What follows belongs to an exercise in optimizing a design on an open flow for small area and a short achievable clock period; a production flow would make more cautious choices.
Function was checked by simulation only, so behaviour that the tests miss may differ from the original.

== build 39 ==
## mm_mult_arbiter
module mm_mult_arbiter #(
  parameter int W_D        = 32,
  parameter int NUM_REQ    = 4,
  parameter int MULT_DEPTH = 6
) (
  input  logic                   CLK,
  input  logic                   RST_N,
  input  logic                   HOLD,
  input  logic [NUM_REQ-1:0]     REQ_VALID,
  input  logic [NUM_REQ-1:0]     REQ_LAST,
  input  logic [NUM_REQ*W_D-1:0] REQ_A,
  input  logic [NUM_REQ*W_D-1:0] REQ_B,
  output logic [NUM_REQ-1:0]     REQ_READY,
  output logic [NUM_REQ-1:0]     RSLT_VALID,
  output logic [2*W_D-1:0]       RSLT,
  output logic                   RSLT_LAST,
  output logic                   BUSY
);
Size in the first run: ~3,200 cells after synthesis, about 640 flip-flops, roughly 340 I/O pins, about 37,000 sq um of cells after synthesis.
Settings: LEC_CHECK=0, CAP_MARGIN=20, CORE_MARGIN=2, CORE_UTILIZATION=60, CTS_BUF_LIST=sky130_fd_sc_hd__clkbuf_4 sky130_fd_sc_hd__clkbuf_8, CTS_CLUSTER_DIAMETER=100, CTS_CLUSTER_SIZE=16, SETUP_SLACK_MARGIN=5, SLEW_MARGIN=20; clock period 10.0 ns.
standard.sh (not shown) runs the stock make flow with config.mk's settings and CLKGATE_MAP_FILE= SYNTH_SCRIPT=/design/flow/synth_recipe.tcl, a recipe that flattens the netlist after the stock synthesis.
==> flow/flow/run.sh <==
#!/bin/bash
# Own flow: the standard layout (standard.sh) with three changes:
#  1. Yosys's generic "abc -fast" pre-mapping inside "synth -run fine:" is skipped (-noabc), so
#     extract_fa sees the adder tree as written and the full adders keep their polarity (no
#     inverters between them). The rest of the synthesis script, and so the register naming,
#     is the standard one.
#  2. The port buffers that buffer_ports puts on every input and output are buf_1 cells.
#  3. Timing repair aims at a setup slack of OWN_SETUP_MARGIN ns instead of config.mk's.
# Each tool's output goes to a log file in this folder (synth.log, layout.log).
set -euo pipefail
WORK=$(pwd)
OWN_SETUP_MARGIN=5.35

# synthesis script: synth_recipe.tcl, sourcing a copy of ORFS's synth.tcl with -noabc on the
# fine-grained synth call
sed 's/synth -top \$::env(DESIGN_NAME) -run fine: {\*}\$synth_full_args/synth -top $::env(DESIGN_NAME) -run fine: -noabc {*}$synth_full_args/' \
  "$FLOW_HOME/scripts/synth.tcl" > "$WORK/own_synth.tcl"
grep -q -- '-run fine: -noabc' "$WORK/own_synth.tcl"
sed "s#source \$::env(SCRIPTS_DIR)/synth.tcl#source $WORK/own_synth.tcl#" \
  "$WORK/synth_recipe.tcl" > "$WORK/own_synth_recipe.tcl"
grep -q "own_synth.tcl" "$WORK/own_synth_recipe.tcl"

# standard.sh with the synthesis script and the repair margin swapped
sed -e "s#SYNTH_SCRIPT=[^ ]*#SYNTH_SCRIPT=$WORK/own_synth_recipe.tcl#" \
    -e "s#SETUP_SLACK_MARGIN=[^ ]*#SETUP_SLACK_MARGIN=$OWN_SETUP_MARGIN#" \
    "$WORK/standard.sh" > "$WORK/own_standard.sh"
grep -q "own_synth_recipe.tcl" "$WORK/own_standard.sh"
grep -q "SETUP_SLACK_MARGIN=$OWN_SETUP_MARGIN" "$WORK/own_standard.sh"

bash "$WORK/own_standard.sh" synth > "$WORK/synth.log" 2>&1
bash "$WORK/own_standard.sh" "BUFFER_PORTS_ARGS=-buffer_cell sky130_fd_sc_hd__buf_1" finish > "$WORK/layout.log" 2>&1
Every stage of the flow completed for build 39, and the final layout passed the timing, design-rule and antenna checks.
Edits applied to the flow inputs when going from build 39 to build 41:
# build 39
export LEC_CHECK = 0
export CAP_MARGIN = 20
export CORE_MARGIN = 2
export CORE_UTILIZATION = 60
export CTS_BUF_LIST = sky130_fd_sc_hd__clkbuf_4 sky130_fd_sc_hd__clkbuf_8
export CTS_CLUSTER_DIAMETER = 100
export CTS_CLUSTER_SIZE = 16
export SETUP_SLACK_MARGIN = 5
export SLEW_MARGIN = 20
create_clock -name core_clock -period 10.0 [get_ports {CLK}]
# build 41
export LEC_CHECK = 0
export CAP_MARGIN = 20
export CORE_MARGIN = 2
export CORE_UTILIZATION = 55
export CTS_BUF_LIST = sky130_fd_sc_hd__clkbuf_4 sky130_fd_sc_hd__clkbuf_8
export CTS_CLUSTER_DIAMETER = 100
export CTS_CLUSTER_SIZE = 16
export SETUP_SLACK_MARGIN = 5
export SLEW_MARGIN = 20
create_clock -name core_clock -period 10.0 [get_ports {CLK}]
--- a/flow/flow/run.sh
+++ b/flow/flow/run.sh
@@ -12 +12 @@
-OWN_SETUP_MARGIN=5.35
+OWN_SETUP_MARGIN=5.5
### Flow results
- Looking at the reports, build 41 completed the entire flow and the layout it produced met the timing, design-rule and antenna checks.
- Per the final summary, build 39 finished and its layout is clean on timing, DRC and antenna.
- Against build 39, the final cell area of build 41 is higher.
- Note that the die area recorded for build 39 amounts to 0.918 times the value seen in build 41.
- Wire length in build 41 vs build 39: up 4.3%
- From build 39 to build 41 the numbers moved as follows: average wire length per cell after detail routing rose 0.60 um, number of vias in the routed layout fell about 0.9%.
- Diff build 39 -> build 41: number of synthesized flops with an enable pin was more or less identical, post-route worst setup slack higher, final cycle utilization of the critical path about even.
- Looking at fraction of final layout cells with drive strength greater than 1 across build 39 and build 41, the one that comes out lower is build 39.
Relative to build 41, the following input files were edited for build 57:
# build 41
export LEC_CHECK = 0
export CAP_MARGIN = 20
export CORE_MARGIN = 2
export CORE_UTILIZATION = 55
export CTS_BUF_LIST = sky130_fd_sc_hd__clkbuf_4 sky130_fd_sc_hd__clkbuf_8
export CTS_CLUSTER_DIAMETER = 100
export CTS_CLUSTER_SIZE = 16
export SETUP_SLACK_MARGIN = 5
export SLEW_MARGIN = 20
create_clock -name core_clock -period 10.0 [get_ports {CLK}]
# build 57
export LEC_CHECK = 0
export CAP_MARGIN = 20
export CORE_MARGIN = 2
export CORE_UTILIZATION = 45
export CTS_BUF_LIST = sky130_fd_sc_hd__clkbuf_4 sky130_fd_sc_hd__clkbuf_8
export CTS_CLUSTER_DIAMETER = 100
export CTS_CLUSTER_SIZE = 16
export SETUP_SLACK_MARGIN = 5
export SLEW_MARGIN = 20
create_clock -name core_clock -period 10.0 [get_ports {CLK}]
--- a/flow/flow/run.sh
+++ b/flow/flow/run.sh
@@ -12 +12 @@
-OWN_SETUP_MARGIN=5.5
+OWN_SETUP_MARGIN=5.35
### Flow results
- Per the comparison of build 57 with build 41, count of non-CTS buffers in the layout fell 11; setup slack rose 18 ps; utilization fell 11 points.
Here is what was changed in the inputs of build 83 compared with build 57.
# build 57
export LEC_CHECK = 0
export CAP_MARGIN = 20
export CORE_MARGIN = 2
export CORE_UTILIZATION = 45
export CTS_BUF_LIST = sky130_fd_sc_hd__clkbuf_4 sky130_fd_sc_hd__clkbuf_8
export CTS_CLUSTER_DIAMETER = 100
export CTS_CLUSTER_SIZE = 16
export SETUP_SLACK_MARGIN = 5
export SLEW_MARGIN = 20
create_clock -name core_clock -period 10.0 [get_ports {CLK}]
# build 83
export LEC_CHECK = 0
export CAP_MARGIN = 20
export CORE_MARGIN = 2
export CORE_UTILIZATION = 55
export CTS_BUF_LIST = sky130_fd_sc_hd__clkbuf_4 sky130_fd_sc_hd__clkbuf_8
export CTS_CLUSTER_DIAMETER = 100
export CTS_CLUSTER_SIZE = 16
export SETUP_SLACK_MARGIN = 5
export SLEW_MARGIN = 20
create_clock -name core_clock -period 10.0 [get_ports {CLK}]
Results
- Build 57 did not stop at any stage, and its layout met the timing, design-rule and antenna checks.
- Build 83 reached the end of the flow, and the finished layout is clean on the timing, design-rule and antenna checks.
- Looking at proportion of cell area spent on the clock network, build 83 sits 0.16 points lower than build 57 does.
- Looking at register-to-register slack, build 83 sits 70 ps below build 57.
- Any difference in post-synthesis adder-cell area fraction between build 57 and build 83 is small enough to ignore.
- Compared with build 57, placement density in the core of build 83 is higher.
- Build 83 vs. build 57: first-iteration DRC count went up by 201.
- Build 83 vs build 57, height of the chip went down by 9.4%.
- Build 83 vs. build 57: total wire length picked up an extra about 6%; final standard cell area without fillers lost 0.68%.

* * *

main:
Another version of the RTL of mm_mult_arbiter (not shown whole).
Size: ~640 flip-flops, about 340 I/O pins, ~37000 µm² of cells after synthesis.
export LEC_CHECK = 0
export CAP_MARGIN = 20
export CORE_MARGIN = 2
export CORE_UTILIZATION = 55
export CTS_BUF_LIST = sky130_fd_sc_hd__clkbuf_4 sky130_fd_sc_hd__clkbuf_8
export CTS_CLUSTER_DIAMETER = 100
export CTS_CLUSTER_SIZE = 16
export SETUP_SLACK_MARGIN = 5
export SLEW_MARGIN = 20
create_clock -name core_clock -period 10.0 [get_ports {CLK}]
==> flow/flow/run.sh <==
#!/bin/bash
# Own flow: the standard layout (standard.sh) with three changes:
#  1. Yosys's generic "abc -fast" pre-mapping inside "synth -run fine:" is skipped (-noabc), so
#     extract_fa sees the adder tree as written and the full adders keep their polarity (no
#     inverters between them). The rest of the synthesis script, and so the register naming,
#     is the standard one.
#  2. The port buffers that buffer_ports puts on every input and output are buf_1 cells.
#  3. Timing repair aims at a setup slack of OWN_SETUP_MARGIN ns instead of config.mk's.
# Each tool's output goes to a log file in this folder (synth.log, layout.log).
set -euo pipefail
WORK=$(pwd)
OWN_SETUP_MARGIN=5.6

# synthesis script: synth_recipe.tcl, sourcing a copy of ORFS's synth.tcl with -noabc on the
# fine-grained synth call
sed 's/synth -top \$::env(DESIGN_NAME) -run fine: {\*}\$synth_full_args/synth -top $::env(DESIGN_NAME) -run fine: -noabc {*}$synth_full_args/' \
  "$FLOW_HOME/scripts/synth.tcl" > "$WORK/own_synth.tcl"
grep -q -- '-run fine: -noabc' "$WORK/own_synth.tcl"
sed "s#source \$::env(SCRIPTS_DIR)/synth.tcl#source $WORK/own_synth.tcl#" \
  "$WORK/synth_recipe.tcl" > "$WORK/own_synth_recipe.tcl"
grep -q "own_synth.tcl" "$WORK/own_synth_recipe.tcl"

# standard.sh with the synthesis script and the repair margin swapped
sed -e "s#SYNTH_SCRIPT=[^ ]*#SYNTH_SCRIPT=$WORK/own_synth_recipe.tcl#" \
    -e "s#SETUP_SLACK_MARGIN=[^ ]*#SETUP_SLACK_MARGIN=$OWN_SETUP_MARGIN#" \
    "$WORK/standard.sh" > "$WORK/own_standard.sh"
grep -q "own_synth_recipe.tcl" "$WORK/own_standard.sh"
grep -q "SETUP_SLACK_MARGIN=$OWN_SETUP_MARGIN" "$WORK/own_standard.sh"

bash "$WORK/own_standard.sh" synth > "$WORK/synth.log" 2>&1
bash "$WORK/own_standard.sh" "BUFFER_PORTS_ARGS=-buffer_cell sky130_fd_sc_hd__buf_1" finish > "$WORK/layout.log" 2>&1
main: done, clean on timing, DRC and antenna
[inputs] the feature branch vs main
-- flow/config.mk --
<<< main, line 6
export NUM_CORES = 4
export LEC_CHECK = 0
export CAP_MARGIN = 20
export CORE_MARGIN = 2
>>> the feature branch, line 6
export NUM_CORES = 4
export LEC_CHECK = 0
export ABC_AREA = 1
export CAP_MARGIN = 20
export CORE_MARGIN = 2
[summary]
Per the comparison of the feature branch with main, area of all placed cells without fillers roughly the same; vertical extent of the die roughly the same. Delta (the feature branch minus main): cell depth of the worst setup path +1, layout buffering overhead excluding clock cells ~0 delta, met3 wirelength from detailed routing -14%. NOTE total area of multi-input combinational cells main->the feature branch decreased slightly. On worst hold slack across all endpoints, main and the feature branch are basically level.

[afterwards: timing with drivers on the ports]
In the flow no input, the clock included, has a driving cell. The finished layouts below were timed again as built, in two steps.
Step 1 (the two cells are an assumption about what drives the block):
set clk [get_ports {CLK}]
set_driving_cell -lib_cell sky130_fd_sc_hd__clkbuf_16 $clk
set_driving_cell -lib_cell sky130_fd_sc_hd__buf_2 [delete_from_list [all_inputs] $clk]
Step 2 adds t to the input delays and takes it off the output delays; t is the mean of the earliest and latest rising clock arrival at the registers after step 1. Input paths then give back, and output paths get back, about the clock's delay inside the block.
Slacks: no drivers / after step 1 / after step 2; pairs: no drivers / after step 1.
run | t, ns | setup slack, ns | clock arrival spread, ns
build 39 | 0.724 | 5.333 / 5.286 / 5.281 | 0.053 / 0.053
build 41 | 0.740 | 5.338 / 5.291 / 5.291 | 0.038 / 0.038
build 57 | 0.746 | 5.356 / 5.299 / 5.299 | 0.076 / 0.076
build 83 | 0.738 | 5.347 / 5.302 / 5.302 | 0.063 / 0.063
main | 0.744 | 5.307 / 5.249 / 5.249 | 0.039 / 0.039
the feature branch | 0.732 | 5.250 / 5.204 / 5.204 | 0.032 / 0.032
After both steps setup and hold are still met in every run listed. The setup slack of main, which loses most, moves by -0.058 ns with the drivers and by -0.058 ns with both steps.
